Source: an optimization exercise on an open RTL-to-GDS flow (aim: small area, a short achievable clock period and few clock cycles per item). Production flows keep margins and buffers that such runs may drop. The RTL was checked by simulation tests, not by an equivalence proof against the original design.

### design/flow/run.sh
#!/bin/bash
# synth_recipe.tcl (not shown) runs the flow's synth.tcl, then flattens the netlist and writes it again
# the make line also repeats each setting of config.mk as NAME=value (left out here)
make -C /OpenROAD-flow-scripts/flow DESIGN_CONFIG=/design/flow/config.mk WORK_HOME=/design/flow/orfs CLKGATE_MAP_FILE= SYNTH_SCRIPT=/design/flow/synth_recipe.tcl finish
### design/flow/config.mk
export PLATFORM = sky130hd
export DESIGN_NAME = modular_exponentiation
export DESIGN_NICKNAME = modular_exponentiation
export VERILOG_FILES = /design/flow/design.v
export SDC_FILE = /design/flow/constraint.sdc
export NUM_CORES = 4
export LEC_CHECK = 0
export CAP_MARGIN = 20
export CORE_MARGIN = 2
export CORE_UTILIZATION = 40
export SLEW_MARGIN = 20
### design/flow/constraint.sdc
create_clock -name core_clock -period 10.0 [get_ports {clock}]
set_input_delay 2.0000 -clock core_clock [delete_from_list [all_inputs] [get_ports {clock}]]
set_output_delay 2.0000 -clock core_clock [all_outputs]
set_load 0.01 [all_outputs]
### design/flow/design.v
package mexp_pkg;
   localparam int BASE_WIDTH     = 64;
   localparam int EXP_WIDTH      = 64;
   localparam int RESULT_WIDTH   = 32;
   localparam int CSR_DATA_WIDTH = 32;
   localparam int CSR_ADDR_WIDTH = 3;
   localparam int REQ_DATA_WIDTH = BASE_WIDTH + EXP_WIDTH;
   localparam logic REG_MODULUS = 1'b0;
   localparam logic [CSR_DATA_WIDTH-1:0] MODULUS_RESET = 32'd1000000007;
   localparam int DW = 35;
   localparam logic [2:0] S_IDLE = 3'd0;
   localparam logic [2:0] S_NORM = 3'd1;
   localparam logic [2:0] S_RUN  = 3'd2;
   localparam logic [2:0] S_CONV = 3'd3;
   localparam logic [2:0] S_FIN  = 3'd4;
   localparam logic [1:0] OP_RED = 2'd0;    
   localparam logic [1:0] OP_SQ  = 2'd1;    
   localparam logic [1:0] OP_MUL = 2'd2;    
endpackage
import mexp_pkg::*;
module mexp_mulmod (
   input  logic [DW-1:0] s_in,
   input  logic [DW-1:0] c_in,
   input  logic [32:0]   a,        
   input  logic          d_pos,
   input  logic          d_neg,
   input  logic [31:0]   m,        
   input  logic [3:0]    mc,       
   output logic [DW-1:0] s_out,
   output logic [DW-1:0] c_out
);
   logic [DW-1:0] s2, c2, a_ext, t, s1, c1, maj1, u, maj2;
   logic signed [5:0] est, mc6, negthr;
   logic          ge_mc, ge_2, lt_m2, lt_neg;
   always_comb begin
      s2    = {s_in[DW-2:0], 1'b0};
      c2    = {c_in[DW-2:0], 1'b0};
      a_ext = {{(DW-33){a[32]}}, a};
      t     = d_pos ? a_ext : (d_neg ? ~a_ext : '0);
      s1    = s2 ^ c2 ^ t;
      maj1  = (s2 & c2) | (s2 & t) | (c2 & t);
      c1    = {maj1[DW-2:0], d_neg};
      est    = s1[DW-1:DW-6] + c1[DW-1:DW-6];
      mc6    = {2'b00, mc};
      negthr = 6'd0 - mc6 - 6'd2;
      ge_mc  = est >= mc6;
      ge_2   = est >= 6'sd2;
      lt_m2  = est < -6'sd2;
      lt_neg = est < negthr;
      if (ge_mc)       u = ~{2'b00, m, 1'b0};
      else if (ge_2)   u = ~{3'b000, m};
      else if (lt_neg) u = {2'b00, m, 1'b0};
      else if (lt_m2)  u = {3'b000, m};
      else             u = '0;
      s_out = s1 ^ c1 ^ u;
      maj2  = (s1 & c1) | (s1 & u) | (c1 & u);
      c_out = {maj2[DW-2:0], ge_2};
   end
endmodule
import mexp_pkg::*;
module modular_exponentiation
#(
   parameter int MODULUS_BITS  = 32,
   parameter int EXPONENT_BITS = 64
) (
   input  logic                      clock,
   input  logic                      reset,
   input  logic                      req_tvalid,
   output logic                      req_tready,
   input  logic [REQ_DATA_WIDTH-1:0] req_tdata,    
   output logic                      rsp_tvalid,
   input  logic                      rsp_tready,
   output logic [RESULT_WIDTH-1:0]   rsp_tdata,    
   input  logic                      csr_psel,
   input  logic                      csr_penable,
   input  logic                      csr_pwrite,
   input  logic [CSR_ADDR_WIDTH-1:0] csr_paddr,
   input  logic [CSR_DATA_WIDTH-1:0] csr_pwdata,
   output logic [CSR_DATA_WIDTH-1:0] csr_prdata,
   output logic                      csr_pready
);
   logic [2:0]               state_ff, state_in;
   logic [1:0]               op_ff, op_in;
   logic [31:0]              modulus_ff, modulus_in;
   logic [31:0]              m_ff, m_in;            
   logic [4:0]               sh_ff, sh_in;          
   logic [32:0]              x_ff, x_in;            
   logic [32:0]              r_ff, r_in;            
   logic [DW-1:0]            sv_ff, sv_in;          
   logic [DW-1:0]            cv_ff, cv_in;
   logic [EXPONENT_BITS-1:0] e_ff, e_in;
   logic [4:0]               cnt_ff, cnt_in;        
   logic                     first_ff, first_in;    
   logic                     pend_ff, pend_in;      
   logic                     one_ff, one_in;        
   logic                     bool_ff, bool_in;      
   logic                     zero_ff, zero_in;      
   logic                     rsp_tvalid_ff, rsp_tvalid_in;
   logic [BASE_WIDTH-1:0]    req_base;
   logic [EXPONENT_BITS-1:0] req_exp;
   logic                     req_accept;
   logic                     csr_write;
   logic                     red;
   logic [32:0]              b_op, a_op;
   logic [63:0]              dvec;
   logic                     d_hi, d_lo;
   logic [3:0]               mc;
   logic [DW-1:0]            s_fb, c_fb, s_mid, c_mid, s_nxt, c_nxt;
   logic                     fin, sub;
   logic [31:0]              m_half, m_op;
   logic [DW-1:0]            cpa_a, cpa_b, cpa;
   logic                     e_rest_zero;
   assign req_base   = req_tdata[BASE_WIDTH-1:0];
   assign req_exp    = req_tdata[BASE_WIDTH +: EXPONENT_BITS];
   assign req_tready = (state_ff == S_IDLE) && !rsp_tvalid_ff;
   assign req_accept = req_tvalid && req_tready;
   assign csr_pready = 1'b1;
   assign csr_write  = csr_psel && csr_penable && csr_pwrite
                       && (csr_paddr[2] == REG_MODULUS);
   assign csr_prdata = (csr_paddr[2] == REG_MODULUS) ? CSR_DATA_WIDTH'(modulus_ff) : '0;
   assign modulus_in = csr_write ? MODULUS_BITS'(csr_pwdata) : modulus_ff;
   assign red  = (op_ff == OP_RED);
   assign a_op = red ? 33'd1 : x_ff;
   assign b_op = (op_ff == OP_SQ) ? x_ff : r_ff;
   assign dvec = red ? {x_ff[31:0], r_ff[31:0]} : {30'd0, b_op[32], b_op};
   assign d_hi = dvec[{cnt_ff, 1'b1}];
   assign d_lo = dvec[{cnt_ff, 1'b0}];
   assign mc   = {1'b0, m_ff[31:29]} + {3'd0, (m_ff[28:0] != '0)};
   assign s_fb = first_ff ? '0 : sv_ff;
   assign c_fb = first_ff ? '0 : cv_ff;
   mexp_mulmod u_step_hi (
      .s_in  (s_fb),
      .c_in  (c_fb),
      .a     (a_op),
      .d_pos (d_hi && !first_ff),
      .d_neg (d_hi && first_ff),
      .m     (m_ff),
      .mc    (mc),
      .s_out (s_mid),
      .c_out (c_mid)
   );
   mexp_mulmod u_step_lo (
      .s_in  (s_mid),
      .c_in  (c_mid),
      .a     (a_op),
      .d_pos (d_lo),
      .d_neg (1'b0),
      .m     (m_ff),
      .mc    (mc),
      .s_out (s_nxt),
      .c_out (c_nxt)
   );
   assign fin    = (state_ff == S_FIN);
   assign m_half = m_ff >> 1;
   assign m_op   = (sh_ff != '0) ? m_half : m_ff;
   assign sub    = (sh_ff != '0) && !r_ff[32];
   assign cpa_a  = fin ? {{(DW-33){r_ff[32]}}, r_ff} : sv_ff;
   assign cpa_b  = fin ? (sub ? ~{3'd0, m_op} : {3'd0, m_op}) : cv_ff;
   assign cpa    = cpa_a + cpa_b + {{(DW-1){1'b0}}, fin && sub};
   assign e_rest_zero = (e_ff[EXPONENT_BITS-1:1] == '0);
   always_comb begin
      state_in      = state_ff;
      op_in         = op_ff;
      m_in          = m_ff;
      sh_in         = sh_ff;
      x_in          = x_ff;
      r_in          = r_ff;
      sv_in         = s_nxt;
      cv_in         = c_nxt;
      e_in          = e_ff;
      cnt_in        = cnt_ff;
      first_in      = 1'b0;
      pend_in       = pend_ff;
      one_in        = one_ff;
      bool_in       = bool_ff;
      zero_in       = zero_ff;
      rsp_tvalid_in = rsp_tvalid_ff && !rsp_tready;
      case (state_ff)
         S_IDLE: begin
            if (req_accept) begin
               x_in    = {req_base[63], req_base[63:32]};
               r_in    = {1'b0, req_base[31:0]};
               e_in    = req_exp;
               m_in    = modulus_ff;
               sh_in   = '0;
               op_in   = OP_RED;
               cnt_in  = 5'd31;
               first_in = 1'b1;
               pend_in = 1'b0;
               bool_in = 1'b0;
               zero_in = (modulus_ff == '0);
               if (modulus_ff == '0) begin
                  rsp_tvalid_in = 1'b1;
               end else if (modulus_ff[31]) begin
                  state_in = S_RUN;
               end else begin
                  state_in = S_NORM;
               end
            end
         end
         S_NORM: begin
            m_in     = m_ff << 1;
            sh_in    = sh_ff + 5'd1;
            first_in = 1'b1;
            if (m_ff[30]) begin
               state_in = S_RUN;
            end
         end
         S_RUN: begin
            cnt_in = cnt_ff - 5'd1;
            if (first_ff && pend_ff) begin
               r_in    = cpa[32:0];
               pend_in = 1'b0;
            end
            if (cnt_ff == '0) begin
               if (op_ff == OP_MUL && !e_rest_zero) begin
                  op_in    = OP_SQ;
                  cnt_in   = 5'd16;
                  first_in = 1'b1;
                  pend_in  = 1'b1;
                  e_in     = e_ff >> 1;
               end else begin
                  state_in = S_CONV;
               end
            end
         end
         S_CONV: begin
            cnt_in   = 5'd16;
            first_in = 1'b1;
            if (op_ff == OP_MUL) begin
               r_in     = cpa[32:0];
               state_in = S_FIN;
            end else begin
               x_in = cpa[32:0];
               if (op_ff == OP_RED && (e_ff[EXPONENT_BITS-1] || e_ff == '0)) begin
                  bool_in  = 1'b1;
                  r_in     = cpa[32:0];
                  state_in = S_FIN;
               end else begin
                  if (op_ff == OP_RED) begin
                     one_in = 1'b1;
                  end
                  if (e_ff[0] && (op_ff == OP_RED || one_ff)) begin
                     r_in   = cpa[32:0];
                     one_in = 1'b0;
                  end
                  if (e_ff[0] && op_ff == OP_SQ && !one_ff) begin
                     op_in    = OP_MUL;
                     state_in = S_RUN;
                  end else if (e_rest_zero) begin
                     state_in = S_FIN;
                  end else begin
                     op_in    = OP_SQ;
                     e_in     = e_ff >> 1;
                     state_in = S_RUN;
                  end
               end
            end
         end
         S_FIN: begin
            if (sh_ff != '0) begin
               m_in  = m_half;
               sh_in = sh_ff - 5'd1;
               r_in  = cpa[32:0];
            end else begin
               if (r_ff[32]) begin
                  r_in = cpa[32:0];
               end
               rsp_tvalid_in = 1'b1;
               state_in      = S_IDLE;
            end
         end
         default: begin
            state_in = S_IDLE;
         end
      endcase
   end
   always_ff @(posedge clock) begin
      if (reset) begin
         state_ff      <= S_IDLE;
         modulus_ff    <= MODULUS_BITS'(MODULUS_RESET);
         rsp_tvalid_ff <= 1'b0;
      end else begin
         state_ff      <= state_in;
         modulus_ff    <= modulus_in;
         rsp_tvalid_ff <= rsp_tvalid_in;
      end
      op_ff    <= op_in;
      m_ff     <= m_in;
      sh_ff    <= sh_in;
      x_ff     <= x_in;
      r_ff     <= r_in;
      sv_ff    <= sv_in;
      cv_ff    <= cv_in;
      e_ff     <= e_in;
      cnt_ff   <= cnt_in;
      first_ff <= first_in;
      pend_ff  <= pend_in;
      one_ff   <= one_in;
      bool_ff  <= bool_in;
      zero_ff  <= zero_in;
   end
   assign rsp_tvalid = rsp_tvalid_ff;
   assign rsp_tdata  = zero_ff ? '0
                     : bool_ff ? {31'd0, (r_ff[31:0] != '0)}
                     : r_ff[31:0];
endmodule
==> results of run 1 <==
-- cells by family (layout without fill, tap and decap cells) --
| kind of cell | Yosys count | count (layout) | share of synthesized area [%] |
|---|---|---|---|
| adders and majority gates | 201 | 201 | 15.28 |
| xor gates and xnor gates | 121 | 121 | 4.736 |
| other | 1 | 1 | 0.01635 |
| buffers and inverters | 365 | 629 | 6.334 |
| DFF | 283 | 283 | 32.47 |
| AOI/OAI and AO/OA | 500 | 500 | 13.98 |
| muxes | 110 | 110 | 5.887 |
| and+or+nand+nor | 1077 | 1077 | 21.30 |
-- registers in the layout, summed over array words and instances (netlist names), 2 cells and up --
name,flops
e_ff,64
cv_ff,34
sv_ff,34
r_ff,33
x_ff,33
m_ff,32
modulus_ff,32
cnt_ff,5
sh_ff,5
state_ff,3
op_ff,2
-- worst register-to-register path: cells and delay by family (launching register included) --
kind	cells	cell delay [ns]
AOI/OAI and AO/OA	14	2.15
xor gates and xnor gates	3	0.62
adders and majority gates	9	3.61
buffers and inverters	10	1.31
DFF	1	0.43
muxes	3	0.81
and+or+nand+nor	6	0.64
-- routing by layer --
layer | vias to the layer above | routed length (microns) | track usage [%]
met5 | - | 13 | 0
met4 | 2 | 3165 | 9.672
met3 | 157 | 5112 | 4.054
met2 | 736 | 37080 | 42.26
met1 | 9853 | 31560 | 32.66
li1 | 9483 | - | -
-- timing repair --
action                                  CTS  global route
endpoints found under the setup margin   63            66
gates cloned                              1             3
resized for setup                        11            57
pin swaps                                 3            56
setup buffers                             5            12
-- worst min path at each step --
stage                                        endpoint  slack, ns  depth (start not counted)
final                     modulus_ff[21]$_SDFFE_PP0P_       0.49                          2
after CTS                 modulus_ff[21]$_SDFFE_PP0P_       0.49                          2
after detailed placement  modulus_ff[21]$_SDFFE_PP0P_       0.48                          2
after global placement     modulus_ff[5]$_SDFFE_PP0P_       0.48                          2
after floorplan            modulus_ff[3]$_SDFFE_PP0P_       0.46                          2
after global routing      modulus_ff[21]$_SDFFE_PP0P_       0.52                          2
-- placed cells by master (no fill, tap or decap), types with 19 or more instances in the layout --
master and instances:
nor4_1 43, nor3_1 20, a21o_1 32, a21oi_1 124, nor2b_1 102, nand2_1 595
mux2i_1 77, a22oi_1 35, fa_1 124, xnor2_1 61, nor2_1 141, a211o_1 33
and2_1 36, edfxtp_1 178, clkdlybuf4s50_1 231, o21ai_0 145, dfxtp_1 104, buf_4 142
nand3_1 19, ha_1 62, a221oi_1 27, inv_1 162, or2_2 34, clkbuf_16 40
xor2_1 54
-- through the flow --
stage / std cells / setup slack [ns]
2_1_floorplan: 2658 / 0.02403
3_3_place_gp: 3595 / -0.3722
3_5_place_dp: 3595 / -0.3698
4_1_cts: 3664 / 0.001507
5_1_grt: 3678 / -0.06562
6_report: 3678 / 0.2795
-- area by class of cell --
class	instances	area (sq um)	area share, %
clock buffers	43	948.4	3.355
multi-input cells	2010	14380	50.85
inverters	171	641.9	2.270
well taps	756	945.9	3.346
repair buffers	395	3724	13.17
clock inverters	20	186.4	0.6594
flip-flops and latches	283	7448	26.35
==> notes.md, run 1 <==
minimum clock period=~9.7 ns; CP bufs+invs=10; post-synthesis register bit count=about 280; RR Startpoint=op_ff[1]$_DFFE_PP_; DIE WIDTH=approximately 240 microns; maximum root-to-sink buffer count=3; Slew @ Worst Pin=1.032 ns; R2R Setup Slk=~0.28 ns; CTS tree=done; Post-Route Utilization=about 50%; Slowest cell on crit path=fa_2; DRT antenna net count=0; Critical path origin=op_ff[1]$_DFFE_PP_; count leader, synth=nand2_1; diode count=0; CTS H-tree lvls=2; die extent in y=about 240 microns; via/cell ratio=roughly 5.5; Buffers on Ports=approximately 230; cell count after synthesis=around 2700; Levels on crit path=45; Yosys top cell area share=around a quarter; crit end category=flip-flop; # setup viols final=0; Clk Latency, worst-skew pair=just under 0.6 ns; FMAX=a little over 100 MHz; final period utilization=just under 100%; Slew headroom=between 30% and 40%; initial antenna violation count=1; top cells by area, synth=edfxtp_1, fa_1, nand2_1, dfxtp_1, ha_1; endpoints failing hold=0; ratio of cells with drive above 1 in the final layout=between 10% and 20%; Total GRT Usage=between 20% and 30%; nets=about 3300; gpl congestion=0.9520; crit-path max FO=16; Seq/Total Area, Yosys=between 30% and 40%; min-delay worst type=reg -> reg; Layout Skew=0.02675 ns; Netlist cell types=83; Post-synth top cells=nand2_1, edfxtp_1, clkbuf_1, inv_1, o21ai_0; Post-synth top flop=edfxtp_1; setup TNS=0 ns; worst path arrival time=10.15 ns; first-pass GRT wire length=116200 microns; final instance area=28270 sq um; clock sinks=between 200 and 300; number of I/O pins=between 200 and 250; Critical Path End=sv_ff[17]$_DFF_P_; Detail Placement HPWL=around 57000 microns; fin. max-slew vios=0; dpl cell area=between 20000 and 30000 sq um; Layout area overhead=23.27%; slowest stage delay, CP=0.59 ns; die area=between 50000 and 60000 sq um; drt total wl=around 77000 microns; hold slack=between 0.4 and 0.5 ns; asr flop ratio synth=0%; DRT Pass-1 Iters=6; grt total ovfl=0; DRC errors left=0; Initial DRC Count=1775; via count=20230; cell taking the most area after synthesis=edfxtp_1; Reg2Reg Depth=45; CTS Hold Bufs=0; largest net degree at the start of global routing=73; clock buffer count from CTS=36; initial core utilization=roughly two fifths; Worst-path clk slew=0.06 ns; Fillers=approximately 5300; Reg-to-Reg End=sv_ff[17]$_DFF_P_; routed len/inst=~21 microns; core area=56500 sq um; number of flops mapped to enable cells by yosys=between 150 and 200; Warnings, synthesis=2; status=finished clean; kind of critical path=reg -> reg; CP Launch Type=flip-flop; Cell Area, Synth=22930 sq um; Crit path max-delay family=adder cells; hold_sp=modulus_ff[21]$_SDFFE_PP0P_; vias in the first global route=roughly 20000; syn_area_per_cell=between 8 and 9 sq um; row cnt=87; Worst Path Required=around 10 ns; max cap viols=0; CTS root buf=clkbuf_16
Testbench counts, summed over its fixed seeds: cycles 116,824, items 128.
==> run 2: changes to the inputs <==
--- a/design/flow/design.v
+++ b/design/flow/design.v
@@ -96,4 +96,5 @@
    logic                     bool_ff, bool_in;      
    logic                     zero_ff, zero_in;      
+   logic                     d_hi_ff, d_lo_ff;      
    logic                     rsp_tvalid_ff, rsp_tvalid_in;
    logic [BASE_WIDTH-1:0]    req_base;
@@ -102,5 +103,6 @@
    logic                     csr_write;
    logic                     red;
-   logic [32:0]              b_op, a_op;
+   logic [32:0]              b_nxt, a_op;
+   logic                     d_hi_in, d_lo_in;
    logic [63:0]              dvec;
    logic                     d_hi, d_lo;
@@ -122,8 +124,11 @@
    assign red  = (op_ff == OP_RED);
    assign a_op = red ? 33'd1 : x_ff;
-   assign b_op = (op_ff == OP_SQ) ? x_ff : r_ff;
-   assign dvec = red ? {x_ff[31:0], r_ff[31:0]} : {30'd0, b_op[32], b_op};
-   assign d_hi = dvec[{cnt_ff, 1'b1}];
-   assign d_lo = dvec[{cnt_ff, 1'b0}];
+   assign b_nxt = (op_in == OP_SQ) ? x_in : r_in;
+   assign dvec  = (op_in == OP_RED) ? {x_in[31:0], r_in[31:0]}
+                                    : {30'd0, b_nxt[32], b_nxt};
+   assign d_hi_in = dvec[{cnt_in, 1'b1}];
+   assign d_lo_in = dvec[{cnt_in, 1'b0}];
+   assign d_hi = d_hi_ff;
+   assign d_lo = d_lo_ff;
    assign mc   = {1'b0, m_ff[31:29]} + {3'd0, (m_ff[28:0] != '0)};
    assign s_fb = first_ff ? '0 : sv_ff;
@@ -300,4 +305,6 @@
       bool_ff  <= bool_in;
       zero_ff  <= zero_in;
+      d_hi_ff  <= d_hi_in;
+      d_lo_ff  <= d_lo_in;
    end
    assign rsp_tvalid = rsp_tvalid_ff;
==> run 2 against run 1 <==
Still clean on timing, DRC and antenna. Fmax rose by 1.5%. Non-clock buffer count down 58. Cell count grew 6.0%. Core utilization is 1.8 points lower. Via count rose by 14%. Setup slack better by 0.14 ns. Global-route usage up 4.7 points. Clock skew decreased by 0.0085 ns. Critical path type unchanged. Largest cell class unchanged. Highest routed layer unchanged.
==> notes.md, run 2 <==
via/cell ratio=5.907 (+7.4%); commonest non-fill, non-tap cell in the layout=nand2_1; Post-synth top flop=dfxtp_1; Layout area overhead=19.50%; setup TNS=0 ns (unchanged); clock sinks=285 (+0.71%); hold_sp=modulus_ff[0]$_SDFFE_PP1P_; crit-path max FO=16 (unchanged); RR Startpoint=op_ff[0]$_DFF_P_; syn_area_per_cell=8.047 sq um (-6.7%); gpl congestion=0.9509 (-0.12%); Detail Placement HPWL=71580 microns (+27%); drt total wl=93570 microns (+22%); crit end category=flip-flop; vias in the first global route=22130 (+11%); initial core utilization=40.33% (-0.26 points); CTS H-tree lvls=2 (unchanged); first-pass GRT wire length=137800 microns (+19%); # setup viols final=0 (unchanged); Critical path origin=op_ff[0]$_DFF_P_; number of flip-flops in the largest register=64 (unchanged); Post-synth top cells=nand2_1, a21oi_1, inv_1, clkbuf_1, dfxtp_1; via count=23030 (+14%); Slowest cell on crit path=fa_2; multi-input logic area=15500 sq um (+7.8%); Cell Area, Synth=23710 sq um (+3.4%); CTS root buf=clkbuf_16; routed len/inst=24.00 microns (+15%); grt total ovfl=0 (unchanged); minimum clock period=9.581 ns (-0.1394 ns); FF/Latch Area=6763 sq um (-9.2%); Worst-path clk slew=0.06 ns (about the same); ratio of cells with drive above 1 in the final layout=7.584% (-4.6 points); Netlist cell types=95 (+14%); Largest Register=e_ff; final period utilization=95.81% (-1.4 points); Buffers on Ports=233 (unchanged); die area=61250 sq um (+3.3%); top cells by area, synth=dfxtp_1, edfxtp_1, fa_1, nand2_1, a21oi_1; post-synthesis register bit count=285 (+0.71%); nets=3469 (+6.2%); Yosys top cell area share=15.20% (-8.1 points); DRC errors left=0 (unchanged); CTS Hold Bufs=0 (unchanged); Seq/Total Area, Yosys=28.49% (-4.0 points); DIE WIDTH=247.5 microns (+1.7%); Worst Path Required=10.43 ns (about the same); clock buffer count from CTS=37 (+2.8%); DRT antenna net count=0 (unchanged); fin. max-slew vios=0 (unchanged); status=finished clean; FMAX=104.4 MHz (+1.5%); initial antenna violation count=2 (+1); row cnt=89 (+2.3%); kind of critical path=reg -> reg; Slew headroom=32.33% (+1.7 points); maximum root-to-sink buffer count=3 (unchanged); number of flops mapped to enable cells by yosys=105 (-41%); CTS tree=done; die extent in y=247.5 microns (+1.7%); Layout Skew=0.01829 ns (-0.008453 ns); biggest regs=e_ff: 64 flops, cv_ff: 34 flops, sv_ff: 34 flops; commonest cells after routing, fill and taps aside=nand2_1, clkdlybuf4s50_1, a21oi_1, inv_1, dfxtp_1; min-delay worst type=reg -> reg; core area=58800 sq um (+4.1%); largest net degree at the start of global routing=68 (-6.8%); slowest stage delay, CP=0.65 ns (+0.06 ns); Total GRT Usage=29.90% (+4.7 points); endpoints failing hold=0 (unchanged); Initial DRC Count=2540 (+43%); worst path arrival time=10.01 ns (-0.14 ns); Warnings, synthesis=2 (unchanged); asr flop ratio synth=0% (unchanged); Slew @ Worst Pin=1.013 ns (-0.01970 ns); max cap viols=0 (unchanged); DRT Pass-1 Iters=6 (unchanged); Fillers=5725 (+8.2%); count leader, synth=nand2_1; crit-path most repeated cell=fa_1; Clk Latency, worst-skew pair=0.57 ns (about the same); number of I/O pins=237 (unchanged); cell count after synthesis=2947 (+11%); CP Launch Type=flip-flop; cell taking the most area after synthesis=dfxtp_1
## run 2: cell types whose count changed after synthesis, sizes merged, moves of 25 or more
cell | before | now
a211o | 33 | 8
a21oi | 130 | 209
a221o | 3 | 59
and2 | 40 | 69
dfxtp | 105 | 180
edfxtp | 178 | 105
mux2i | 82 | 20
nand2 | 597 | 652
nor2 | 147 | 121
o21a | 13 | 39
o22ai | 1 | 35
or2 | 35 | 8
## run 2: path summary, 6_finish.rpt
path         cells after the start  slack, ns                          to
max                             40       0.42           sv_ff[21]$_DFF_P_
min                              2       0.52  modulus_ff[0]$_SDFFE_PP1P_
max reg2reg                     40       0.42           sv_ff[21]$_DFF_P_
min reg2reg                      2       0.52  modulus_ff[0]$_SDFFE_PP1P_
## run 2: metrics by stage
step                std cells  utilization [%]  hold WS [ns]  worst slack [ns]  cell area [sq um]
finish                   3899            48.20        0.5179            0.4189              28340
detailed placement       3822            45.79        0.5004            0.2096              26920
global placement         3822            45.80        0.4988            0.1762              26930
CTS                      3889            47.88        0.5216            0.1947              28150
global route             3899            48.20        0.5437          -0.03600              28340
floorplan                2947                -        0.4493            0.2346              23710
## run 2: what timing repair did
action / CTS / global route
endpoints found under the setup margin: 0 / 63
setup buffers: 0 / 8
gates resized for setup: 0 / 19
## run 2: cells by family after synthesis
| logic type | after synthesis | synth area share, % |
|---|---|---|
| simple gates | 1118 | 21.66 |
| buf+inv | 415 | 6.901 |
| compound gates | 778 | 22.32 |
| xor+xnor | 117 | 4.353 |
| fa+ha+maj | 204 | 14.98 |
| other cells | 1 | 0.01581 |
| mux | 29 | 1.272 |
| flops | 285 | 28.49 |
## run 2: metal layers
metal  vias up  wire (microns)  GRT usage (%)  part of all wire, %
met5         -              21              0                0.022
met4         4            3619          10.81                  3.9
met3       175            6992          4.131                  7.5
met2      1031           44040          49.52                   47
met1     11280           38900          39.82                   42
li1      10540               -              -                    -
## run 2: cell type report
type | count | share of cell area, %
sequential | 285 | 23.86
clock inverter | 19 | 0.6623
clock buffer | 48 | 3.678
inverter | 189 | 2.548
antenna | 1 | 0.008830
tap | 773 | 3.413
timing repair buffer | 337 | 11.13
multi-input combinational | 2247 | 54.70
## run 2: worst max-delay path, delay by kind of cell (launching register included)
family                   cells  cell delay, ns
adder cells (fa/ha/maj)     12            4.99
AO/OA/AOI/OAI               10            1.80
multiplexers                 2            0.44
AND/OR/NAND/NOR              9            1.13
flip-flops                   1            0.30
buffers and inverters        6            0.67
XOR/XNOR                     1            0.12
Testbench counts of run 2, summed over its fixed seeds: cycles 116,824, items 128.
==> run 3: changes to the inputs <==
--- a/design/flow/config.mk
+++ b/design/flow/config.mk
@@ -9,3 +9,4 @@
 export CORE_MARGIN = 2
 export CORE_UTILIZATION = 40
+export SETUP_SLACK_MARGIN = 3
 export SLEW_MARGIN = 20
==> run 3 against run 2 <==
Global-route usage rose by 0.85 points. Sequential cell count unchanged. Clock skew is 0.0036 ns higher. Cell count increased by 0.74%. Sequential share of layout area down 0.68 points. Non-clock buffer count up 30. Die area stayed put. Worst hold slack better by 0.0065 ns. Synthesized area is the same. Critical path depth up 3. Largest cell class unchanged. Still clean on timing, DRC and antenna.
==> notes.md, run 3 <==
vias in the first global route=22770 (+2.9%); Worst Path Required=10.43 ns (about the same); max cap viols=0 (unchanged); biggest regs=e_ff: 64 flops, cv_ff: 34 flops, sv_ff: 34 flops; Post-synth top cells=nand2_1, a21oi_1, inv_1, clkbuf_1, dfxtp_1; setup TNS=0 ns (unchanged); Layout area overhead=23.09%; maximum root-to-sink buffer count=3 (unchanged); routed len/inst=24.35 microns (+1.4%); CTS tree=done; Worst Setup Slack post-DPL=0.3940 ns (+0.1844 ns); Largest Register=e_ff; multi-input logic area=15950 sq um (+2.9%); via/cell ratio=5.909 (about the same); final period utilization=92.22% (-3.6 points); DRT Pass-1 Iters=8 (+2); Layout Skew=0.02190 ns (+0.003604 ns); crit end category=flip-flop; Clk Latency, worst-skew pair=0.57 ns (about the same); DRT antenna net count=0 (unchanged); grt total ovfl=0 (unchanged); CP Launch Type=flip-flop; DIE WIDTH=247.5 microns (unchanged); syn_area_per_cell=8.047 sq um (unchanged); worst path arrival time=9.66 ns (-0.35 ns); unrepaired setup endpoints after global routing=true; number of flip-flops in the largest register=64 (unchanged); slowest stage delay, CP=0.58 ns (-0.07 ns); Worst-path clk slew=0.06 ns (about the same); Seq/Total Area, Yosys=28.49% (unchanged); die extent in y=247.5 microns (unchanged); Yosys top cell area share=15.20% (unchanged); kind of critical path=reg -> reg; final non-filler cell total=3928 (+0.74%); endpoints failing hold=0 (unchanged); first-pass GRT wire length=142200 microns (+3.2%); count leader, synth=nand2_1; Post-Route Utilization=49.64% (+1.4 points); Setup WS post-layout=0.7776 ns (+0.3587 ns); number of I/O pins=237 (unchanged); minimum clock period=9.222 ns (-0.3587 ns); commonest cells after routing, fill and taps aside=nand2_1, clkdlybuf4s50_1, a21oi_1, inv_1, dfxtp_1; Cell Area, Synth=23710 sq um (unchanged); Slowest cell on crit path=fa_2; drt total wl=95630 microns (+2.2%); status=finished clean; row cnt=89 (unchanged); ratio of cells with drive above 1 in the final layout=11.16% (+3.6 points); FMAX=108.4 MHz (+3.9%); cell count after synthesis=2947 (unchanged); # setup viols final=0 (unchanged); nets=3499 (+0.86%); Slew headroom=31.40% (-0.93 points); fin. max-slew vios=0 (unchanged); CTS root buf=clkbuf_16; Initial DRC Count=2336 (-8.0%); Fillers=5692 (-0.58%); top cells by area, synth=dfxtp_1, edfxtp_1, fa_1, nand2_1, a21oi_1; Netlist cell types=95 (unchanged); Total GRT Usage=30.75% (+0.85 points); largest net degree at the start of global routing=94 (+38%); via count=23210 (+0.79%); gpl congestion=0.9370 (-1.5%); crit-path max FO=9 (-7); Slew @ Worst Pin=1.029 ns (+0.01636 ns); Warnings, synthesis=2 (unchanged); crit-path most repeated cell=buf_12; core area=58800 sq um (unchanged); die area=61250 sq um (unchanged); placed insts=3807 (-0.39%); CTS H-tree lvls=2 (unchanged); number of flops mapped to enable cells by yosys=105 (unchanged); diode count=0 (-1); post-synthesis register bit count=285 (unchanged); Buffers on Ports=233 (unchanged); DRC errors left=0 (unchanged); min-delay worst type=reg -> reg; initial antenna violation count=0 (-2); clock sinks=285 (unchanged); commonest non-fill, non-tap cell in the layout=nand2_1; clock buffer count from CTS=37 (unchanged); cell taking the most area after synthesis=dfxtp_1; Detail Placement HPWL=72030 microns (+0.62%); Post-synth top flop=dfxtp_1; FF/Latch Area=6766 sq um (about the same); initial core utilization=40.33% (unchanged); asr flop ratio synth=0% (unchanged)
==> run 3: cell counts after synthesis <==
Identical to the previous run, type by type.
==> run 3: kinds of logic after synthesis <==
family	share of synthesized area, %
and+or+nand+nor	21.66
AOI/OAI and AO/OA	22.32
buffers and inverters	6.901
DFF	28.49
adders and majority gates	14.98
xor gates and xnor gates	4.353
muxes	1.272
other	0.01581
==> run 3: repair_timing <==
| action | in CTS | in global routing |
|---|---|---|
| cloned | 2 | 0 |
| buffers inserted | 39 | 13 |
| resized for setup | 64 | 24 |
| pin swaps | 85 | 24 |
| setup endpoints to repair | 68 | 68 |
| hold buffers | 0 | 0 |
==> run 3: path summary, 6_finish.rpt <==
check	startpoint	end	slack (ns)	cells after the start
max reg2reg	op_ff[1]$_DFF_P_	sv_ff[16]$_DFF_P_	0.78	43
min reg2reg	modulus_ff[2]$_SDFFE_PP1P_	modulus_ff[2]$_SDFFE_PP1P_	0.52	2
min	modulus_ff[2]$_SDFFE_PP1P_	modulus_ff[2]$_SDFFE_PP1P_	0.52	2
max	op_ff[1]$_DFF_P_	sv_ff[16]$_DFF_P_	0.78	43
==> run 3: routing by layer <==
layer  vias to the layer above  share of wire [%]  track usage, %
li1                      10590                  -               -
met1                     11340                 41           41.13
met2                      1076                 46           49.70
met3                       203                7.2           3.785
met4                         0                5.0           14.04
met5                         -                  0               0
==> run 3: critical path, delay by kind of cell (launching register included) <==
kind | cells | cell delay [ns]
multiplexers | 2 | 0.37
buffers and inverters | 9 | 0.93
AND/OR/NAND/NOR | 9 | 1.05
flip-flops | 1 | 0.39
AO/OA/AOI/OAI | 10 | 1.77
XOR/XNOR | 1 | 0.12
adder cells (fa/ha/maj) | 12 | 4.46
==> run 3: final cells by class <==
cell class / instances / area share, %
Clock buffer: 56 / 3.901
Clock inverter: 11 / 0.3901
Inverter: 189 / 2.503
Multi-Input combinational cell: 2247 / 54.64
Sequential cell: 285 / 23.18
Tap cell: 773 / 3.313
Timing Repair Buffer: 367 / 12.07
==> run 3: through the flow <==
step                hold slack, ns  area, sq um
detailed placement          0.5148        27010
global placement            0.4979        27010
floorplan                   0.4493        24070
global route                0.5409        29190
finish                      0.5244        29190
CTS                         0.5262        28940
==> run 4: changes to the inputs <==
--- a/design/flow/design.v
+++ b/design/flow/design.v
@@ -23,37 +23,73 @@
    input  logic [DW-1:0] c_in,
    input  logic [32:0]   a,        
-   input  logic          d_pos,
-   input  logic          d_neg,
+   input  logic          d1_pos,
+   input  logic          d1_neg,
+   input  logic          d2_pos,
    input  logic [31:0]   m,        
-   input  logic [3:0]    mc,       
    output logic [DW-1:0] s_out,
    output logic [DW-1:0] c_out
 );
-   logic [DW-1:0] s2, c2, a_ext, t, s1, c1, maj1, u, maj2;
-   logic signed [5:0] est, mc6, negthr;
-   logic          ge_mc, ge_2, lt_m2, lt_neg;
+   localparam int EW = DW - 28;    
+   logic [DW-1:0] a_ext, s2, c2, t1, t2, s1, c1, maj1, u1, sa, ca, majA;
+   logic [DW-1:0] s2b, c2b, sb, cb, majB, u2, maj2;
+   logic signed [EW-1:0] est1, base2, mc, thr_neg;
+   logic signed [EW-1:0] k2 [0:4];
+   logic signed [EW-1:0] est2 [0:4];
+   logic [4:0]    q1, q2;           
+   logic [4:0]    q2c [0:4];
+   function automatic logic [4:0] pick(logic signed [EW-1:0] est,
+                                       logic signed [EW-1:0] mcv,
+                                       logic signed [EW-1:0] thn);
+      logic ge_mc, ge_4, ge_m4, ge_n;
+      ge_mc = est >= mcv;
+      ge_4  = est >= 7'sd4;
+      ge_m4 = est >= -7'sd4;
+      ge_n  = est >= thn;
+      pick = {!ge_n, ge_n && !ge_m4, ge_m4 && !ge_4, ge_4 && !ge_mc, ge_mc};
+   endfunction
+   function automatic logic [DW-1:0] qm(logic [4:0] q, logic [31:0] mv);
+      qm = ({DW{q[0]}} & ~{2'b00, mv, 1'b0})
+           | ({DW{q[1]}} & ~{3'b000, mv})
+           | ({DW{q[3]}} &  {3'b000, mv})
+           | ({DW{q[4]}} &  {2'b00, mv, 1'b0});
+   endfunction
    always_comb begin
-      s2    = {s_in[DW-2:0], 1'b0};
-      c2    = {c_in[DW-2:0], 1'b0};
       a_ext = {{(DW-33){a[32]}}, a};
-      t     = d_pos ? a_ext : (d_neg ? ~a_ext : '0);
-      s1    = s2 ^ c2 ^ t;
-      maj1  = (s2 & c2) | (s2 & t) | (c2 & t);
-      c1    = {maj1[DW-2:0], d_neg};
-      est    = s1[DW-1:DW-6] + c1[DW-1:DW-6];
-      mc6    = {2'b00, mc};
-      negthr = 6'd0 - mc6 - 6'd2;
-      ge_mc  = est >= mc6;
-      ge_2   = est >= 6'sd2;
-      lt_m2  = est < -6'sd2;
-      lt_neg = est < negthr;
-      if (ge_mc)       u = ~{2'b00, m, 1'b0};
-      else if (ge_2)   u = ~{3'b000, m};
-      else if (lt_neg) u = {2'b00, m, 1'b0};
-      else if (lt_m2)  u = {3'b000, m};
-      else             u = '0;
-      s_out = s1 ^ c1 ^ u;
-      maj2  = (s1 & c1) | (s1 & u) | (c1 & u);
-      c_out = {maj2[DW-2:0], ge_2};
+      mc    = EW'({1'b0, m[31:28]}) + EW'(m[27:0] != '0);     
+      thr_neg = -mc - 7'sd4;
+      k2[0] = -(EW'(m[31:26]) + EW'(m[25:0] != '0));
+      k2[1] = -(EW'(m[31:27]) + EW'(m[26:0] != '0));
+      k2[2] = '0;
+      k2[3] = EW'(m[31:27]);
+      k2[4] = EW'(m[31:26]);
+      s2   = {s_in[DW-2:0], 1'b0};
+      c2   = {c_in[DW-2:0], 1'b0};
+      t1   = d1_pos ? a_ext : (d1_neg ? ~a_ext : '0);
+      s1   = s2 ^ c2 ^ t1;
+      maj1 = (s2 & c2) | (s2 & t1) | (c2 & t1);
+      c1   = {maj1[DW-2:0], d1_neg};
+      est1 = s1[DW-1:28] + c1[DW-1:28];
+      q1   = pick(est1, mc, thr_neg);
+      u1   = qm(q1, m);
+      sa   = s1 ^ c1 ^ u1;
+      majA = (s1 & c1) | (s1 & u1) | (c1 & u1);
+      ca   = {majA[DW-2:0], q1[0] | q1[1]};
+      t2   = d2_pos ? a_ext : '0;
+      base2 = s1[DW-2:27] + c1[DW-2:27] + t2[DW-1:28];
+      for (int i = 0; i < 5; i++) begin
+         est2[i] = base2 + k2[i];
+         q2c[i]  = pick(est2[i], mc, thr_neg);
+      end
+      q2 = ({5{q1[0]}} & q2c[0]) | ({5{q1[1]}} & q2c[1]) | ({5{q1[2]}} & q2c[2])
+         | ({5{q1[3]}} & q2c[3]) | ({5{q1[4]}} & q2c[4]);
+      s2b  = {sa[DW-2:0], 1'b0};
+      c2b  = {ca[DW-2:0], 1'b0};
+      sb   = s2b ^ c2b ^ t2;
+      majB = (s2b & c2b) | (s2b & t2) | (c2b & t2);
+      cb   = {majB[DW-2:0], 1'b0};
+      u2   = qm(q2, m);
+      s_out = sb ^ cb ^ u2;
+      maj2  = (sb & cb) | (sb & u2) | (cb & u2);
+      c_out = {maj2[DW-2:0], q2[0] | q2[1]};
    end
 endmodule
@@ -97,4 +133,5 @@
    logic                     zero_ff, zero_in;      
    logic                     d_hi_ff, d_lo_ff;      
+   logic                     d_sgn_ff;              
    logic                     rsp_tvalid_ff, rsp_tvalid_in;
    logic [BASE_WIDTH-1:0]    req_base;
@@ -104,9 +141,8 @@
    logic                     red;
    logic [32:0]              b_nxt, a_op;
-   logic                     d_hi_in, d_lo_in;
+   logic                     d_hi_in, d_lo_in, d_sgn_in;
    logic [63:0]              dvec;
    logic                     d_hi, d_lo;
-   logic [3:0]               mc;
-   logic [DW-1:0]            s_fb, c_fb, s_mid, c_mid, s_nxt, c_nxt;
+   logic [DW-1:0]            s_fb, c_fb, s_nxt, c_nxt;
    logic                     fin, sub;
    logic [31:0]              m_half, m_op;
@@ -126,33 +162,23 @@
    assign b_nxt = (op_in == OP_SQ) ? x_in : r_in;
    assign dvec  = (op_in == OP_RED) ? {x_in[31:0], r_in[31:0]}
-                                    : {30'd0, b_nxt[32], b_nxt};
+                                    : {32'd0, b_nxt[31:0]};
+   assign d_sgn_in = b_nxt[32];
    assign d_hi_in = dvec[{cnt_in, 1'b1}];
    assign d_lo_in = dvec[{cnt_in, 1'b0}];
    assign d_hi = d_hi_ff;
    assign d_lo = d_lo_ff;
-   assign mc   = {1'b0, m_ff[31:29]} + {3'd0, (m_ff[28:0] != '0)};
-   assign s_fb = first_ff ? '0 : sv_ff;
-   assign c_fb = first_ff ? '0 : cv_ff;
-   mexp_mulmod u_step_hi (
-      .s_in  (s_fb),
-      .c_in  (c_fb),
-      .a     (a_op),
-      .d_pos (d_hi && !first_ff),
-      .d_neg (d_hi && first_ff),
-      .m     (m_ff),
-      .mc    (mc),
-      .s_out (s_mid),
-      .c_out (c_mid)
-   );
-   mexp_mulmod u_step_lo (
-      .s_in  (s_mid),
-      .c_in  (c_mid),
-      .a     (a_op),
-      .d_pos (d_lo),
-      .d_neg (1'b0),
-      .m     (m_ff),
-      .mc    (mc),
-      .s_out (s_nxt),
-      .c_out (c_nxt)
+   assign s_fb = !first_ff ? sv_ff
+               : (!red && d_sgn_ff) ? ~{{(DW-33){a_op[32]}}, a_op} : '0;
+   assign c_fb = !first_ff ? cv_ff : {{(DW-1){1'b0}}, !red && d_sgn_ff};
+   mexp_mulmod u_mul (
+      .s_in   (s_fb),
+      .c_in   (c_fb),
+      .a      (a_op),
+      .d1_pos (d_hi && !(first_ff && red)),
+      .d1_neg (d_hi && first_ff && red),
+      .d2_pos (d_lo),
+      .m      (m_ff),
+      .s_out  (s_nxt),
+      .c_out  (c_nxt)
    );
    assign fin    = (state_ff == S_FIN);
@@ -221,5 +247,5 @@
                if (op_ff == OP_MUL && !e_rest_zero) begin
                   op_in    = OP_SQ;
-                  cnt_in   = 5'd16;
+                  cnt_in   = 5'd15;
                   first_in = 1'b1;
                   pend_in  = 1'b1;
@@ -231,5 +257,5 @@
          end
          S_CONV: begin
-            cnt_in   = 5'd16;
+            cnt_in   = 5'd15;
             first_in = 1'b1;
             if (op_ff == OP_MUL) begin
@@ -307,4 +333,5 @@
       d_hi_ff  <= d_hi_in;
       d_lo_ff  <= d_lo_in;
+      d_sgn_ff <= d_sgn_in;
    end
    assign rsp_tvalid = rsp_tvalid_ff;
--- a/design/flow/config.mk
+++ b/design/flow/config.mk
@@ -9,4 +9,3 @@
 export CORE_MARGIN = 2
 export CORE_UTILIZATION = 40
-export SETUP_SLACK_MARGIN = 3
 export SLEW_MARGIN = 20
==> run 4 against run 3 <==
Still clean on timing, DRC and antenna. Critical endpoint is now sv_ff[32]$_DFF_P_. Sequential share of layout area increased by 0.23 points. Count of clock-buffer cells in the layout decreased by 6. Synthesized area increased by 4.1%. Global-route usage decreased by 2.2 points. Routed wire length decreased by 3.2%. Final area decreased by 0.83%. Sequential cell count increased by 1. Clock skew increased by 0.015 ns. Fmax increased by 18%. Core utilization decreased by 2.5 points. Register-to-register slack improved by 1.4 ns.
==> notes.md, run 4 <==
top cells by area, synth=dfxtp_1, edfxtp_1, fa_1, nand2_1, ha_1; R2R Setup Slk=2.21 ns (+1.44 ns); DRT Pass-1 Iters=6 (-2); kind of critical path=reg -> reg; die extent in y=252.5 microns (+2.0%); commonest cells after routing, fill and taps aside=nand2_1, inv_1, clkdlybuf4s50_1, o21ai_0, dfxtp_1; Largest Register=e_ff; minimum clock period=7.786 ns (-1.437 ns); FMAX=128.4 MHz (+18%); cell taking the most area after synthesis=dfxtp_1; Slowest cell on crit path=fa_1; unrepaired setup endpoints after global routing=false; Layout area overhead=17.23%; vias in the first global route=23040 (+1.2%); asr flop ratio synth=0% (unchanged); fin. max-slew vios=0 (unchanged); CTS root buf=clkbuf_16; Worst Path Required=10.45 ns (+0.02 ns); Post-synth top cells=nand2_1, inv_1, o21ai_0, a21oi_1, dfxtp_1; Initial DRC Count=2320 (-0.68%); Worst-path clk slew=0.06 ns (about the same); initial core utilization=40.24% (-0.097 points); number of flip-flops in the largest register=64 (unchanged); hold_sp=modulus_ff[4]$_SDFFE_PP0P_; dpl cell area=27680 sq um (+2.5%); syn_area_per_cell=8.054 sq um (about the same); endpoints failing hold=0 (unchanged); cell count after synthesis=3066 (+4.0%); Cell Area, Synth=24690 sq um (+4.1%); initial antenna violation count=3 (+3); Post-Route Utilization=47.17% (-2.5 points); max cap viols=0 (unchanged); CTS Hold Bufs=0 (unchanged); largest net degree at the start of global routing=81 (-14%); maximum root-to-sink buffer count=3 (unchanged); slowest stage delay, CP=0.84 ns (+0.26 ns); grt total ovfl=0 (unchanged); post-synthesis register bit count=286 (+0.35%); count leader, synth=nand2_1; number of flops mapped to enable cells by yosys=105 (unchanged); via count=23440 (+0.99%); min-delay worst type=reg -> reg; RR Startpoint=op_ff[0]$_DFF_P_; CTS H-tree lvls=2 (unchanged); crit end category=flip-flop; Slew @ Worst Pin=1.003 ns (-0.02606 ns); DIE WIDTH=252.5 microns (+2.0%); routed len/inst=23.07 microns (-5.2%); Fillers=5992 (+5.3%); ratio of cells with drive above 1 in the final layout=4.787% (-6.4 points); commonest non-fill, non-tap cell in the layout=nand2_1; clock buffer count from CTS=37 (unchanged); setup TNS=0 ns (unchanged); Buffers on Ports=233 (unchanged); post-cts resize count=0 (-100%); # setup viols final=0 (unchanged); row cnt=91 (+2.2%); die area=63730 sq um (+4.1%); DRT antenna net count=0 (unchanged); Post-synth top flop=dfxtp_1; final period utilization=77.86% (-14 points); nets=3637 (+3.9%); Layout Skew=0.03706 ns (+0.01516 ns); Total GRT Usage=28.58% (-2.2 points); via/cell ratio=5.844 (-1.1%); biggest regs=e_ff: 64 flops, cv_ff: 34 flops, sv_ff: 34 flops; Warnings, synthesis=5 (+3); number of I/O pins=237 (unchanged); Seq/Total Area, Yosys=27.44% (-1.0 points); clock sinks=286 (+0.35%); Netlist cell types=87 (-8.4%); CP Cell Sequence=nor2_1, nand2_1, buf_4, a21boi_0, fa_1, fa_1, ha_1, fa_1, inv_1, ha_1, inv_1, ha_1, a211oi_1, xnor2_1, ha_1, o21ai_0, nand2b_1, a21oi_1, a22oi_1, nand3_1, buf_4, nor2_1, o21ai_0, fa_1; first-pass GRT wire length=139600 microns (-1.8%); status=finished clean; Post-CTS Setup Bufs=0 (-100%); Slew headroom=32.98% (+1.6 points); Crit path max-delay family=adder cells; CTS tree=done; FF/Latch Area=6777 sq um (+0.15%); CP Launch Type=flip-flop; Yosys top cell area share=14.67% (-0.52 points); CP bufs+invs=4 (-5); Clk Latency, worst-skew pair=0.59 ns (+0.02 ns); hold slack=0.4924 ns (-0.03200 ns); Detail Placement HPWL=71330 microns (-0.97%); multi-input logic area=16250 sq um (+1.9%); worst path arrival time=8.23 ns (-1.43 ns); crit-path max FO=32 (+23); DRC errors left=0 (unchanged); drt total wl=92550 microns (-3.2%); final instance area=28950 sq um (-0.83%); gpl congestion=0.9707 (+3.6%); Critical path origin=op_ff[0]$_DFF_P_; core area=61370 sq um (+4.4%)
run 4: final cells by class:
class | count | share of cell area [%]
multi-input cells | 2328 | 56.15
flip-flops and latches | 286 | 23.41
well taps | 790 | 3.415
clock buffers | 50 | 3.505
clock inverters | 18 | 0.8558
diodes | 4 | 0.03458
repair buffers | 283 | 9.362
inverters | 252 | 3.268
run 4: path summary, 6_finish.rpt:
check / to / depth (start not counted)
hold / removal: modulus_ff[4]$_SDFFE_PP0P_ / 2
setup / recovery: sv_ff[32]$_DFF_P_ / 24
hold reg to reg: modulus_ff[4]$_SDFFE_PP0P_ / 2
setup reg to reg: sv_ff[32]$_DFF_P_ / 24
run 4: metal layers:
layer	up-vias	part of all wire [%]	wire length [microns]	GRT usage [%]
li1	10870	-	-	-
met1	11450	41	38110	36.58
met3	189	6.3	5841	4.130
met2	938	48	44620	48.22
met4	0	4.3	3974	11.95
met5	-	0	0	0
run 4: per-stage QoR:
step,setup slack (ns),cells
finish,2.214,4011
global route,1.844,4010
CTS,2.386,4007
detailed placement,2.415,3939
global placement,2.531,3938
floorplan,3.204,3071
run 4: worst reg2reg max path: cells and delay by family, from the launching register on:
kind | cells | cell delay (ns)
buf+inv | 4 | 0.96
simple gates | 5 | 0.68
xor+xnor | 1 | 0.28
fa+ha+maj | 8 | 3.52
flops | 1 | 0.62
compound gates | 6 | 1.62
run 4: kinds of logic (layout without fill, tap and decap cells):
group	Yosys count	count (layout)	share of synthesized area, %
DFF	286	286	27.44
adders and majority gates	279	279	18.48
xor gates and xnor gates	112	112	4.033
other	2	11	0.03041
and+or+nand+nor	1083	1083	19.79
muxes	17	17	0.7702
buffers and inverters	457	603	7.089
AOI/OAI and AO/OA	830	830	22.36
Testbench counts of run 4, summed over its fixed seeds: cycles 110,491, items 128.
==> run 5: changes to the inputs <==
--- a/design/flow/design.v
+++ b/design/flow/design.v
@@ -23,16 +23,20 @@
    input  logic [DW-1:0] c_in,
    input  logic [32:0]   a,        
-   input  logic          d1_pos,
-   input  logic          d1_neg,
-   input  logic          d2_pos,
+   input  logic          d1,
+   input  logic          i1,
+   input  logic          d2,
+   input  logic          i2,
    input  logic [31:0]   m,        
    output logic [DW-1:0] s_out,
    output logic [DW-1:0] c_out
 );
-   localparam int EW = DW - 28;    
+   localparam int EW = 8;           
    logic [DW-1:0] a_ext, s2, c2, t1, t2, s1, c1, maj1, u1, sa, ca, majA;
    logic [DW-1:0] s2b, c2b, sb, cb, majB, u2, maj2;
-   logic signed [EW-1:0] est1, base2, mc, thr_neg;
-   logic signed [EW-1:0] k2 [0:4];
+   logic [EW-1:0] a1t, a2t, p1, g1, p2, g2, p3, g3;
+   logic [EW-1:0] p4 [0:4];
+   logic [EW-1:0] g4 [0:4];
+   logic signed [EW-1:0] est1, mc, thr_neg;
+   logic signed [EW-1:0] kq [0:4];
    logic signed [EW-1:0] est2 [0:4];
    logic [4:0]    q1, q2;           
@@ -41,51 +45,59 @@
                                        logic signed [EW-1:0] mcv,
                                        logic signed [EW-1:0] thn);
-      logic ge_mc, ge_4, ge_m4, ge_n;
+      logic ge_mc, ge_8, ge_m8, ge_n;
       ge_mc = est >= mcv;
-      ge_4  = est >= 7'sd4;
-      ge_m4 = est >= -7'sd4;
+      ge_8  = est >= 8'sd8;
+      ge_m8 = est >= -8'sd8;
       ge_n  = est >= thn;
-      pick = {!ge_n, ge_n && !ge_m4, ge_m4 && !ge_4, ge_4 && !ge_mc, ge_mc};
+      pick = {!ge_n, ge_n && !ge_m8, ge_m8 && !ge_8, ge_8 && !ge_mc, ge_mc};
    endfunction
    function automatic logic [DW-1:0] qm(logic [4:0] q, logic [31:0] mv);
       qm = ({DW{q[0]}} & ~{2'b00, mv, 1'b0})
-           | ({DW{q[1]}} & ~{3'b000, mv})
-           | ({DW{q[3]}} &  {3'b000, mv})
-           | ({DW{q[4]}} &  {2'b00, mv, 1'b0});
+         | ({DW{q[1]}} & ~{3'b000, mv})
+         | ({DW{q[3]}} &  {3'b000, mv})
+         | ({DW{q[4]}} &  {2'b00, mv, 1'b0});
    endfunction
    always_comb begin
-      a_ext = {{(DW-33){a[32]}}, a};
-      mc    = EW'({1'b0, m[31:28]}) + EW'(m[27:0] != '0);     
-      thr_neg = -mc - 7'sd4;
-      k2[0] = -(EW'(m[31:26]) + EW'(m[25:0] != '0));
-      k2[1] = -(EW'(m[31:27]) + EW'(m[26:0] != '0));
-      k2[2] = '0;
-      k2[3] = EW'(m[31:27]);
-      k2[4] = EW'(m[31:26]);
+      a_ext   = {{(DW-33){a[32]}}, a};
+      mc      = EW'({1'b0, m[31:27]}) + EW'(m[26:0] != '0);    
+      thr_neg = -mc - 8'sd8;
+      kq[0] = ~(EW'({1'b0, m[31:25]})) + EW'(m[24:0] == '0);
+      kq[1] = ~(EW'({2'b0, m[31:26]})) + EW'(m[25:0] == '0);
+      kq[2] = '0;
+      kq[3] = EW'({2'b0, m[31:26]});
+      kq[4] = EW'({1'b0, m[31:25]});
+      a1t  = d1 ? a_ext[DW-1:DW-8] : '0;
+      est1 = s_in[DW-2:DW-9] + c_in[DW-2:DW-9] + a1t;
+      q1   = pick(est1, mc, thr_neg);
+      a2t = d1 ? a_ext[DW-2:DW-9] : '0;
+      p1  = s_in[DW-3:DW-10] ^ c_in[DW-3:DW-10] ^ a2t;
+      g1  = {((s_in[DW-4:DW-10] & c_in[DW-4:DW-10]) | (s_in[DW-4:DW-10] & a2t[EW-2:0])
+            | (c_in[DW-4:DW-10] & a2t[EW-2:0])), 1'b0};
+      p2  = d2 ? a_ext[DW-1:DW-8] : '0;
+      p3  = p1 ^ g1 ^ p2;
+      g3  = {((p1[EW-2:0] & g1[EW-2:0]) | (p1[EW-2:0] & p2[EW-2:0])
+            | (g1[EW-2:0] & p2[EW-2:0])), 1'b0};
+      for (int i = 0; i < 5; i++) begin
+         est2[i] = p3 + g3 + kq[i];
+         q2c[i]  = pick(est2[i], mc, thr_neg);
+      end
+      q2 = ({5{q1[0]}} & q2c[0]) | ({5{q1[1]}} & q2c[1]) | ({5{q1[2]}} & q2c[2])
+         | ({5{q1[3]}} & q2c[3]) | ({5{q1[4]}} & q2c[4]);
       s2   = {s_in[DW-2:0], 1'b0};
       c2   = {c_in[DW-2:0], 1'b0};
-      t1   = d1_pos ? a_ext : (d1_neg ? ~a_ext : '0);
+      t1   = d1 ? a_ext : '0;
       s1   = s2 ^ c2 ^ t1;
       maj1 = (s2 & c2) | (s2 & t1) | (c2 & t1);
-      c1   = {maj1[DW-2:0], d1_neg};
-      est1 = s1[DW-1:28] + c1[DW-1:28];
-      q1   = pick(est1, mc, thr_neg);
+      c1   = {maj1[DW-2:0], i1};
       u1   = qm(q1, m);
       sa   = s1 ^ c1 ^ u1;
       majA = (s1 & c1) | (s1 & u1) | (c1 & u1);
       ca   = {majA[DW-2:0], q1[0] | q1[1]};
-      t2   = d2_pos ? a_ext : '0;
-      base2 = s1[DW-2:27] + c1[DW-2:27] + t2[DW-1:28];
-      for (int i = 0; i < 5; i++) begin
-         est2[i] = base2 + k2[i];
-         q2c[i]  = pick(est2[i], mc, thr_neg);
-      end
-      q2 = ({5{q1[0]}} & q2c[0]) | ({5{q1[1]}} & q2c[1]) | ({5{q1[2]}} & q2c[2])
-         | ({5{q1[3]}} & q2c[3]) | ({5{q1[4]}} & q2c[4]);
+      t2   = d2 ? a_ext : '0;
       s2b  = {sa[DW-2:0], 1'b0};
       c2b  = {ca[DW-2:0], 1'b0};
       sb   = s2b ^ c2b ^ t2;
       majB = (s2b & c2b) | (s2b & t2) | (c2b & t2);
-      cb   = {majB[DW-2:0], 1'b0};
+      cb   = {majB[DW-2:0], i2};
       u2   = qm(q2, m);
       s_out = sb ^ cb ^ u2;
@@ -132,6 +144,8 @@
    logic                     bool_ff, bool_in;      
    logic                     zero_ff, zero_in;      
-   logic                     d_hi_ff, d_lo_ff;      
-   logic                     d_sgn_ff;              
+   logic                     dm_hi_ff, dm_lo_ff;    
+   logic                     dr_hi_ff, dr_lo_ff;    
+   logic                     init_red_ff;           
+   logic                     init_neg_ff;           
    logic                     rsp_tvalid_ff, rsp_tvalid_in;
    logic [BASE_WIDTH-1:0]    req_base;
@@ -143,5 +157,4 @@
    logic                     d_hi_in, d_lo_in, d_sgn_in;
    logic [63:0]              dvec;
-   logic                     d_hi, d_lo;
    logic [DW-1:0]            s_fb, c_fb, s_nxt, c_nxt;
    logic                     fin, sub;
@@ -159,5 +172,5 @@
    assign modulus_in = csr_write ? MODULUS_BITS'(csr_pwdata) : modulus_ff;
    assign red  = (op_ff == OP_RED);
-   assign a_op = red ? 33'd1 : x_ff;
+   assign a_op = x_ff;
    assign b_nxt = (op_in == OP_SQ) ? x_in : r_in;
    assign dvec  = (op_in == OP_RED) ? {x_in[31:0], r_in[31:0]}
@@ -166,16 +179,16 @@
    assign d_hi_in = dvec[{cnt_in, 1'b1}];
    assign d_lo_in = dvec[{cnt_in, 1'b0}];
-   assign d_hi = d_hi_ff;
-   assign d_lo = d_lo_ff;
-   assign s_fb = !first_ff ? sv_ff
-               : (!red && d_sgn_ff) ? ~{{(DW-33){a_op[32]}}, a_op} : '0;
-   assign c_fb = !first_ff ? cv_ff : {{(DW-1){1'b0}}, !red && d_sgn_ff};
+   assign s_fb = ({DW{!first_ff}} & sv_ff)
+               | ({DW{init_red_ff}} & {{(DW-1){x_ff[31]}}, x_ff[30]})
+               | ({DW{init_neg_ff}} & ~{{(DW-33){a_op[32]}}, a_op});
+   assign c_fb = ({DW{!first_ff}} & cv_ff) | {{(DW-1){1'b0}}, init_neg_ff};
    mexp_mulmod u_mul (
       .s_in   (s_fb),
       .c_in   (c_fb),
       .a      (a_op),
-      .d1_pos (d_hi && !(first_ff && red)),
-      .d1_neg (d_hi && first_ff && red),
-      .d2_pos (d_lo),
+      .d1     (dm_hi_ff),
+      .i1     (dr_hi_ff),
+      .d2     (dm_lo_ff),
+      .i2     (dr_lo_ff),
       .m      (m_ff),
       .s_out  (s_nxt),
@@ -216,5 +229,5 @@
                sh_in   = '0;
                op_in   = OP_RED;
-               cnt_in  = 5'd31;
+               cnt_in  = 5'd30;
                first_in = 1'b1;
                pend_in = 1'b0;
@@ -331,7 +344,10 @@
       bool_ff  <= bool_in;
       zero_ff  <= zero_in;
-      d_hi_ff  <= d_hi_in;
-      d_lo_ff  <= d_lo_in;
-      d_sgn_ff <= d_sgn_in;
+      dm_hi_ff <= d_hi_in && (op_in != OP_RED);
+      dm_lo_ff <= d_lo_in && (op_in != OP_RED);
+      dr_hi_ff <= d_hi_in && (op_in == OP_RED);
+      dr_lo_ff <= d_lo_in && (op_in == OP_RED);
+      init_red_ff <= first_in && (op_in == OP_RED);
+      init_neg_ff <= first_in && (op_in != OP_RED) && d_sgn_in;
    end
    assign rsp_tvalid = rsp_tvalid_ff;
==> run 5 against run 4 <==
Register-to-register slack got worse by 0.40 ns. First-iteration DRC count up 14%. Core utilization is 0.21 points higher. Die area increased by 4.0%. Setup slack lost 0.40 ns. Synthesized cell count increased by 2.4%. Fmax shrank 4.9%. Cell count rose by 3.2%. Routed wire length grew 8.3%. Clock skew down 0.0072 ns. Largest cell class unchanged. Highest routed layer unchanged.
==> notes.md, run 5 <==
status=finished clean; post-synthesis xor/xnor area fraction=3.682% (-0.35 points); number of I/O pins=237 (unchanged); diode count=0 (-4); count leader, synth=nand2_1; Post-synth top cells=nand2_1, inv_1, nor2_1, a21oi_1, dfxtp_1; DRC errors left=0 (unchanged); min-delay worst type=reg -> reg; hold_sp=modulus_ff[3]$_SDFFE_PP0P_; final period utilization=81.83% (+4.0 points); WHS Path Cells=2 (unchanged); setup TNS=0 ns (unchanged); Buffers on Ports=233 (unchanged); Post-CTS Setup Bufs=0 (unchanged); Worst Path Required=10.45 ns (about the same); first-pass GRT wire length=149300 microns (+7.0%); Cell Area, Synth=25690 sq um (+4.0%); Warnings, synthesis=5 (unchanged); cell count after synthesis=3141 (+2.4%); largest family of logic cells by synthesized area=compound AO/OA/AOI/OAI gates; die extent in y=257.4 microns (+2.0%); worst path arrival time=8.63 ns (+0.40 ns); adder-cell area share of the yosys netlist=18.70% (+0.22 points); core area=63310 sq um (+3.2%); Total GRT Usage=29.50% (+0.92 points); fin. max-slew vios=0 (unchanged); Yosys top cell area share=14.34% (-0.34 points); kind of critical path=reg -> reg; DRT antenna net count=0 (unchanged); number of flops mapped to enable cells by yosys=105 (unchanged); initial core utilization=40.58% (+0.34 points); vias in the first global route=24130 (+4.7%); CTS tree=done; die area=66270 sq um (+4.0%); Layout area overhead=16.77%; CTS H-tree lvls=2 (unchanged); hold slack=0.4933 ns (+0.0009060 ns); RR Startpoint=m_ff[0]$_DFFE_PP_; final non-filler cell total=4140 (+3.2%); R2R Setup Slk=1.82 ns (-0.40 ns); ratio of cells with drive above 1 in the final layout=5.252% (+0.46 points); drt total wl=100300 microns (+8.3%); minimum clock period=8.183 ns (+0.3977 ns); FMAX=122.2 MHz (-4.9%); post-synthesis register bit count=289 (+1.0%); # setup viols final=0 (unchanged); commonest non-fill, non-tap cell in the layout=nand2_1; largest net degree at the start of global routing=84 (+3.7%)
-- run 5: cell types whose count changed after synthesis, sizes merged, moves of 14 or more --
cell	change
a21boi	-26
o221ai	-21
inv	-39
mux2i	+74
clkbuf	-14
a2111oi	+14
o21ai	-17
nor2	+32
a2bb2oi	-29
a21o	+29
a221oi	+22
nor2b	-34
ha	+16
o2bb2ai	-21
-- run 5: cell type report --
cell class | count | area (sq um)
sequential | 289 | 6837
clock buffer | 46 | 1032
multi-input combinational | 2440 | 17310
tap | 846 | 1059
inverter | 213 | 799.5
timing repair buffer | 284 | 2725
fill | 6171 | 33310
clock inverter | 22 | 232.7
-- run 5: critical path, cell delays in order, from the launching register on --
cell	delay, ns
edfxtp_1	0.59
nor4_1	0.39
nand4_1	0.25
nor3_1	0.47
nand2_1	0.11
ha_1	0.22
ha_1	0.22
xnor2_1	0.78
and3_1	0.33
xor2_1	0.78
ha_1	0.27
a21oi_1	0.07
o21ai_0	0.43
a21oi_1	0.25
nor2_4	0.84
nand2_1	0.11
o211ai_1	0.23
fa_1	0.46
inv_1	0.08
fa_1	0.17
xor2_1	0.19
xnor2_1	0.11
xnor2_1	0.28
xnor2_1	0.14
xnor2_1	0.31
-- run 5: kinds of logic after synthesis --
group	count (synthesis)
other cells	2
xor+xnor	108
simple gates	1137
mux	87
fa+ha+maj	297
flops	289
compound gates	804
buf+inv	417
-- run 5: stage by stage --
stage | cell area (sq um) | worst slack, ns
after CTS | 29980 | 1.564
after floorplan | 25710 | 2.288
after detailed placement | 28710 | 1.608
after global routing | 30000 | 1.490
final | 30000 | 1.817
after global placement | 28690 | 1.761
-- run 5: how the worst max path moves through the flow --
stage / from / end / depth (start not counted)
6_report: m_ff[0]$_DFFE_PP_ / sv_ff[33]$_DFF_P_ / 24
2_1_floorplan: req_tvalid / e_ff[0]$_DFFE_PP_ / 3
4_1_cts: x_ff[31]$_DFF_P_ / sv_ff[20]$_DFF_P_ / 24
3_3_place_gp: x_ff[31]$_DFF_P_ / sv_ff[15]$_DFF_P_ / 23
3_5_place_dp: x_ff[31]$_DFF_P_ / sv_ff[20]$_DFF_P_ / 24
5_1_grt: m_ff[0]$_DFFE_PP_ / sv_ff[33]$_DFF_P_ / 24
-- run 5: routing by layer --
layer | GRT usage [%] | vias to the layer above | part of all wire (%)
met2 | 49.17 | 1160 | 47
met3 | 4.285 | 263 | 7.3
li1 | - | 11260 | -
met4 | 15.85 | 0 | 6.1
met1 | 36.87 | 11820 | 39
met5 | 0 | - | 0
Testbench counts of run 5, summed over its fixed seeds: cycles 110,363, items 128.

==> separate check: timing with driven ports <==
How much do the figures lean on ideal ports? The routed layouts below were timed once more, with nothing changed but the port constraints.
Step 1 (the two cells are an assumption about what drives the block):
set clk [get_ports {clock}]
set_driving_cell -lib_cell sky130_fd_sc_hd__clkbuf_16 $clk
set_driving_cell -lib_cell sky130_fd_sc_hd__buf_2 [delete_from_list [all_inputs] $clk]
Step 2 times the ports against the registers' clock, not the clock port: input delays grow and output delays shrink by t, the midpoint of the rising clock arrivals with the driver on.
Slacks: no drivers / after step 1 / after step 2; pairs: no drivers / after step 1.
run	t (ns)	slack for setup (ns)	slew at the worst register clock pin (ns)
run 1	0.625	0.279 / 0.279 / 0.279	0.06 / 0.06
run 2	0.624	0.419 / 0.419 / 0.419	0.06 / 0.06
run 3	0.628	0.778 / 0.778 / 0.778	0.07 / 0.07
run 4	0.635	2.214 / 2.214 / 2.214	0.06 / 0.06
run 5	0.627	1.817 / 1.817 / 1.817	0.07 / 0.07
After both steps setup and hold are still met in every run listed.
